Context: an optimization exercise on an open-source flow, tuned for small area. The choices shown serve that exercise and are no tape-out recipe.
Function not checked in this run: the RTL went through the layout flow alone.
Power and IR drop assume default switching activity.

<file path="design/flow/config.mk">
export PLATFORM = sky130hd
export DESIGN_NAME = apb_slave_mem
export DESIGN_NICKNAME = apb_slave_mem
export VERILOG_FILES = /design/flow/design.v
export SDC_FILE = /design/flow/constraint.sdc
export NUM_CORES = 4
export LEC_CHECK = 0
export CAP_MARGIN = 40
export CORE_MARGIN = 2
export CORE_UTILIZATION = 78
export PLACE_DENSITY = 0.86
export SLEW_MARGIN = 40
</file>
<file path="design/flow/standard.sh">
#!/bin/bash
# synth_recipe.tcl (not shown) runs the flow's synth.tcl, then flattens the netlist and writes it again
# the make line also repeats each setting of config.mk as NAME=value (left out here)
make -C /OpenROAD-flow-scripts/flow DESIGN_CONFIG=/design/flow/config.mk WORK_HOME=/design/flow/orfs CLKGATE_MAP_FILE= SYNTH_SCRIPT=/design/flow/synth_recipe.tcl "${@:-finish}"
</file>
<file path="design/flow/flow/abc_area.script">
strash
&get -n
&st
&syn2
&dch -f
&nf -p -R 1000
&put
topo
</file>
<file path="design/flow/design.v">
module apb_slave_mem (
  input  logic        PCLK,
  input  logic        PRESET,
  input  logic [31:0] PADDR,
  input  logic        PSEL,
  input  logic        PENABLE,
  input  logic        PWRITE,
  input  logic [7:0]  PWDATA,
  output logic [7:0]  PRDATA,
  output logic        PREADY,
  output logic        PSLVERR
);
  localparam int NG = 85;           
  logic       acc1, acc2;           
  logic       setup;
  logic       write_q;
  logic [6:0] g_q;                  
  logic [1:0] o_q;
  logic [1:0] ph;
  logic       lp;
  logic [1:0] ph_n;
  logic       lp_n;
  logic [1:0] clr, clr_b;           
  logic       clearing, clearing_b;
  logic       pend, pend_b;         
  logic [6:0] pend_g, pend_g_b;     
  logic [1:0] pend_o, pend_o_b;     
  logic [7:0] pend_d;
  assign setup    = !acc1 && !acc2 && !PREADY && PSEL && !PENABLE;
  assign clearing   = (clr != 2'd0);
  assign clearing_b = (clr_b != 2'd0);
  logic [6:0] a_g;
  logic [1:0] a_o;
  always_comb begin
    a_g = 7'(PADDR[7:0] / 8'd3);
    a_o = 2'(PADDR[7:0] % 8'd3);
  end
  always_ff @(posedge PCLK or posedge PRESET) begin
    if (PRESET) begin
      acc1   <= 1'b0;
      acc2   <= 1'b0;
      PREADY <= 1'b0;
    end else begin
      acc1   <= setup;
      acc2   <= acc1 && PSEL;
      PREADY <= acc2 && PSEL;
    end
  end
  always_ff @(posedge PCLK) begin
    if (setup) begin
      PSLVERR <= |PADDR[31:8];
      write_q <= PWRITE;
      g_q     <= a_g;
      o_q     <= a_o;
    end
  end
  assign ph_n = (ph == 2'd2) ? 2'd0 : ph + 2'd1;
  assign lp_n = lp ^ (ph == 2'd2);
  always_ff @(posedge PCLK or posedge PRESET) begin
    if (PRESET) begin
      ph  <= 2'd0;
      lp  <= 1'b0;
      clr <= 2'd3;
      clr_b <= 2'd3;
    end else begin
      ph  <= ph_n;
      lp  <= lp_n;
      if (clearing) clr <= clr - 2'd1;
      if (clearing_b) clr_b <= clr_b - 2'd1;
    end
  end
  logic complete_wr;
  logic commit, commit_b;
  logic last_hit;
  assign complete_wr = PREADY && PSEL && write_q && !PSLVERR;
  assign last_hit    = (pend_g == 7'd85);
  assign commit      = pend && (last_hit || pend_o == ph_n);
  assign commit_b    = pend_b && (pend_g_b == 7'd85 || pend_o_b == ph_n);
  always_ff @(posedge PCLK or posedge PRESET) begin
    if (PRESET) begin
      pend   <= 1'b0;
      pend_b <= 1'b0;
    end else begin
      if (complete_wr) pend <= 1'b1;
      else if (commit) pend <= 1'b0;
      if (complete_wr) pend_b <= 1'b1;
      else if (commit_b) pend_b <= 1'b0;
    end
  end
  always_ff @(posedge PCLK) begin
    if (complete_wr) begin
      pend_g <= g_q;
      pend_o <= o_q;
      pend_g_b <= g_q;
      pend_o_b <= o_q;
      pend_d <= PRDATA;            
    end
  end
  logic [7:0] wval;                 
  logic [7:0] wbus;                 
  logic [7:0] tap [NG];
  logic [7:0] last;
  assign wval = clearing ? 8'd0 : pend_d;
  assign wbus = ~(wval ^ {8{lp_n}});
  logic [10:0] we_hi, we_hi_b;
  logic [7:0]  we_lo, we_lo_b;
  logic [NG-1:0] we, nwe;
  always_comb begin
    for (int k = 0; k < 11; k++) begin
      we_hi[k]   = clearing   || (commit   && pend_g[6:3]   == 4'(k));
      we_hi_b[k] = clearing_b || (commit_b && pend_g_b[6:3] == 4'(k));
    end
    for (int j = 0; j < 8; j++) begin
      we_lo[j]   = clearing   || (pend_g[2:0]   == 3'(j));
      we_lo_b[j] = clearing_b || (pend_g_b[2:0] == 3'(j));
    end
    for (int i = 0; i < NG; i++) begin
      we[i]  = we_hi[i / 8] && we_lo[i % 8];
      nwe[i] = !(we_hi_b[i / 8] && we_lo_b[i % 8]);
    end
  end
  genvar g;
  generate
    for (g = 0; g < NG; g++) begin : grp
      logic [7:0] s0, s1, s2;
      always_ff @(posedge PCLK) begin
        s0 <= ~((s2 | {8{we[g]}}) & (wbus | {8{nwe[g]}}));
        s1 <= s0;
        s2 <= s1;
      end
      assign tap[g] = s0;
    end
  endgenerate
  always_ff @(posedge PCLK) begin
    if (clearing || (commit && last_hit)) last <= wval;
  end
  logic [6:0]  r_g;
  logic [1:0]  r_o;
  logic        r_err;
  logic        r_hit;
  logic        r_last;
  logic        r_load;
  logic [NG-1:0] r_sel;
  logic [7:0]  r_mux;
  logic [7:0]  r_data;
  always_comb begin
    r_g    = setup ? a_g : g_q;
    r_o    = setup ? a_o : o_q;
    r_err  = setup ? (|PADDR[31:8]) : PSLVERR;
    r_last = (r_g == 7'd85);
    r_hit  = pend && (pend_g == r_g) && (pend_o == r_o);
    r_load = (setup ? !PWRITE : (!write_q && (acc1 || acc2))) &&
             (r_last || (r_o == ph));
    for (int i = 0; i < NG; i++)
      r_sel[i] = (r_g[6:3] == 4'(i / 8)) && (r_g[2:0] == 3'(i % 8));
    r_mux = 8'd0;
    for (int i = 0; i < NG; i++) r_mux = r_mux | (tap[i] & {8{r_sel[i]}});
    if (r_err || (clearing && !r_hit)) r_data = 8'd0;
    else if (r_hit)                    r_data = pend_d;
    else if (r_last)                   r_data = last;
    else                               r_data = r_mux ^ {8{lp}};
  end
  always_ff @(posedge PCLK) begin
    if (setup && PWRITE) PRDATA <= PWDATA;
    else if (r_load)     PRDATA <= r_data;
  end
endmodule
</file>
<file path="design/flow/constraint.sdc">
create_clock -name core_clock -period 10.0 [get_ports {PCLK}]
set_input_delay 2.0000 -clock core_clock [delete_from_list [all_inputs] [get_ports {PCLK}]]
set_output_delay 2.0000 -clock core_clock [all_outputs]
set_load 0.01 [all_outputs]
</file>
<file path="design/flow/flow/run.sh">
#!/bin/bash
# The standard layout with two changes:
#  - synthesis maps logic with an area-oriented ABC script (flow/abc_area.script);
#    everything else in synthesis is synth_recipe.tcl unchanged
#  - ports are buffered with the smallest buffer
#  - the clock tree uses small clock buffers and no dummy loads
# ORFS keeps each tool's log under orfs/logs; make's output goes to flow.log.
set -o pipefail
HERE=$(pwd)
cat > mysynth.tcl <<EOT
proc abc {args} {
  set i [lsearch \$args -script]
  set args [lreplace \$args \$i [expr {\$i + 1}] -script $HERE/flow/abc_area.script]
  yosys abc {*}\$args
}
source $HERE/synth_recipe.tcl
EOT
sed "s|SYNTH_SCRIPT=[^ ]*|SYNTH_SCRIPT=$HERE/mysynth.tcl|" standard.sh > mystandard.sh
export BUFFER_PORTS_ARGS="-buffer_cell sky130_fd_sc_hd__buf_1"
export CTS_ARGS="-sink_clustering_enable -repair_clock_nets -dont_use_dummy_load -buf_list {sky130_fd_sc_hd__clkbuf_8} -sink_clustering_size 18 -sink_clustering_max_diameter 40"
bash mystandard.sh 2>&1 | tee flow.log
</file>
==> run summary <==
## metal layers
layer | global-route usage, % | share of wire, % | vias up | routed length, µm
met2 | 64.4 | 43 | 2658 | 66300
met1 | 57.8 | 37 | 16600 | 57000
met3 | 13.2 | 13 | 768 | 20000
met4 | 27.6 | 7.5 | 6 | 11600
met5 | 0 | 0.083 | - | 129
li1 | - | - | 14500 | -
## worst max-delay path by stage
stage / start / slack [ns] / cells past startpoint / endpoint
6_report: PADDR[7] / 0.32 / 34 / PRDATA[3]$_DFFE_PP_
4_1_cts: PADDR[7] / 0.76 / 34 / PRDATA[3]$_DFFE_PP_
5_1_grt: PADDR[7] / 0.1 / 35 / PRDATA[7]$_DFFE_PP_
3_3_place_gp: PADDR[7] / 0.66 / 34 / PRDATA[0]$_DFFE_PP_
3_5_place_dp: PADDR[7] / 0.12 / 35 / PRDATA[7]$_DFFE_PP_
2_1_floorplan: PADDR[6] / 1.45 / 28 / PRDATA[3]$_DFFE_PP_
## kinds of logic (layout without fill, tap and decap cells)
group | count (synthesis) | after routing
buffers and inverters | 17 | 282
other | 0 | 1
AOI/OAI and AO/OA | 1088 | 1088
muxes | 6 | 6
xor gates and xnor gates | 33 | 33
DFF | 2096 | 2096
adders and majority gates | 4 | 4
and+or+nand+nor | 554 | 554
## power by group through the flow
stage / Combinational (µW) / Sequential (µW) / Clock [µW]
finish: 840 / 8390 / 3770
global placement: 741 / 8580 / 0
detailed placement: 769 / 8580 / 0
floorplan: 395 / 8580 / 0
CTS: 778 / 8390 / 3740
global route: 836 / 8390 / 4010
## state kept, by name, summed over array words and instances (netlist names), 7 cells and up
register and cells:
pend_d 8, g_q 7, last 8, grp.s0 680, grp.s2 680, pend_g_b 7, grp.s1 680, PRDATA 8
## cell usage after synthesis (10+ instances only)
| cell | count |
|---|---|
| a22o_1 | 43 |
| xor2_1 | 13 |
| a222oi_1 | 25 |
| o221ai_1 | 10 |
| nor2_1 | 238 |
| nand3_1 | 20 |
| nor4_1 | 18 |
| a21oi_1 | 16 |
| xnor2_1 | 20 |
| and2_0 | 13 |
| o22ai_1 | 688 |
| a221oi_1 | 54 |
| dfxtp_1 | 2050 |
| a22oi_1 | 189 |
| clkinv_1 | 17 |
| nand2_1 | 173 |
| nor3_1 | 16 |
| o21ai_0 | 45 |
| edfxtp_1 | 34 |
| nand4_1 | 57 |
## through the flow
stage               std cells  worst slack (ns)  power (µW)  utilization (%)
floorplan                3798              1.45        8970                -
global placement         4773             0.656        9320             81.4
detailed placement       4783             0.123        9350             81.8
CTS                      4933             0.764       12900             84.9
global route             4937            0.0992       13200             85.0
finish                   4937             0.322       13000             85.0
## layout make-up
class	instances	area share, %
timing repair buffer	115	1.33
antenna	1	0.00440
clock buffer	150	3.63
tap	873	1.92
inverter	17	0.112
multi-input combinational	1685	18.5
sequential	2096	74.5
## critical path: cells and delay by family
kind	cells	cell delay, ns
compound gates	12	3.34
xor+xnor	3	0.67
simple gates	12	2.75
fa+ha+maj	2	0.50
mux	1	0.19
buf+inv	4	0.70
==> run summary <==
status=timing/DRC/antenna clean; post-DR vias/cell=7.00; synth warn=2; DRT Wirelength=155 mm; Initial Util=78.6%; Crit Path Category=input pin to flop; total CTS buffers=150; area leader, netlist=dfxtp_1; worst vdd ir=220 µV; Leakage Power=0.0214 µW; Layout Area Growth over Synthesis=8.15%; Post-synth EDFFs=34; Synth cell types=38; clk latency of the worst-skew pair=0.85 ns; final setup violating endpoints=0; Yosys reg bits=2096; initial drt markers=5377; DRC=0; Yosys top cell area share=78.1%; Critical Path AT=10.17 ns; post-synthesis mux area share=0.114%; Synth Cell Area=52600 µm²; clk buf depth=3; max-cap violations=0; predominant post-synthesis flop cell=dfxtp_1; post-cts resize count=0; RSZ-0062 raised after global routing=no; FP Rows=95; WHS Endpoint=grp[27].s2[3]$_DFF_P_; die width=264 µm; grt ovf=0; largest family of logic cells by synthesized area=compound AO/OA/AOI/OAI gates; CTS tree=built; number of buffers inserted by port buffering=54; top cells by area, synth=dfxtp_1, o22ai_1, a22oi_1, edfxtp_1, nor2_1; core area=66900 µm²; number of nets with antenna violations after routing=0; Avg Inst Size Synth=13.8 µm²; Tmin final=9.68 ns; gpl congestion=1.02; crit share post-route=96.8%; post-DR wirelength/cell=31.4 µm; Hold WC Path Type=flop to flop; most used cell, CP=nor2_1; CP Capture Type=flop; final hold vios=0; post-CTS setup buffer count=0; Worst-path clk slew=0.10 ns; global-route wire length before repair=224 mm; Critical Path RT=10.49 ns; Die ar.=69500 µm²; via count=34600; NetSw=3040 µW; number of global-route vias before repair=34200; Die Ht=264 µm; worst reg2reg startpoint=PREADY$_DFF_PP0_; R2R depth=18; # IOs=55; Synth Area in Simple Gates=4.56%; Reg power frac=64.5%; most frequent cells in the layout=dfxtp_1, o22ai_1, nor2_1, a22oi_1, nand2_1; Final Max Slew Viols=0; R2R setup slack=3.94 ns; share of cells above drive strength 1=6.47%; root buf cell=clkbuf_8; number of H-tree levels=4; share of total power in the clock network=29.0%; critical path's slowest cell=nand2_1; pwr dens=229 nW/µm²; initial antenna violation count=4; register area share after synthesis=80.6%; syn_nets=3847; sequential cell area=42400 µm²; Clock Skews=0.0888 ns; fmax=103 MHz; Worst Min Path Start=grp[27].s1[3]$_DFF_P_; async set-or-reset flop fraction in the synthesized netlist=0.573%; most common cell after layout, fill and taps aside=dfxtp_1; Design Area, Final=56900 µm²; Placed Area=54700 µm²; drt pass-1 iters=7; fin nets=4114; headroom to the max-slew limit=33.7%; multi-input logic area=10500 µm²; hpwl dp=101 mm; P_int=9960 µW; capturing point of the worst reg2reg path=PRDATA[6]$_DFFE_PP_; Synth Area in Compound Gates=14.0%; XOR/XNOR Fraction of Synth Area=0.550%; hold_buf cts=0; Tightest Pin Transition=0.995 ns; Combinational Power Share=6.5%; crit-path max cell delay=0.58 ns; post-synthesis adder-cell area fraction=0.0952%; largest net degree at the start of global routing=58; hold depth=0; gr usage total=44.0%; switching share of power=23.4%; Fillers=3218; CP Max Fanout=15; Fin Setup TNS=0 ns; Post-Synthesis Cells=3798; Sink Count=2096; hold_ws=0.289 ns; Worst setup SP type=input pin

[what the ideal ports hide]
The flow's constraints put no driver on any port. The routed layout listed below was extracted and timed again, unchanged, in two steps. Step 1 sets driving cells, clkbuf_16 on the clock port and buf_2 on the other inputs (assumed; they add their load-dependent delay and slew). Step 2 also shifts input and output timing later by t, the mid clock arrival at the registers, as if the neighbouring blocks saw the same clock. Slacks: ideal / step 1 / step 2; pairs: ideal / step 1.
t (ns): 0.877
slack for setup (ns): 0.322 / 0.365 / -0.513
latest minus earliest clock arrival (ns): 0.089 / 0.089
slew at the worst register clock pin (ns): 0.11 / 0.11
With both steps, setup timing fails in this run, where it was met with ideal ports. For this run, drivers alone change the setup slack by +0.043 ns; drivers and shift together by -0.835 ns.
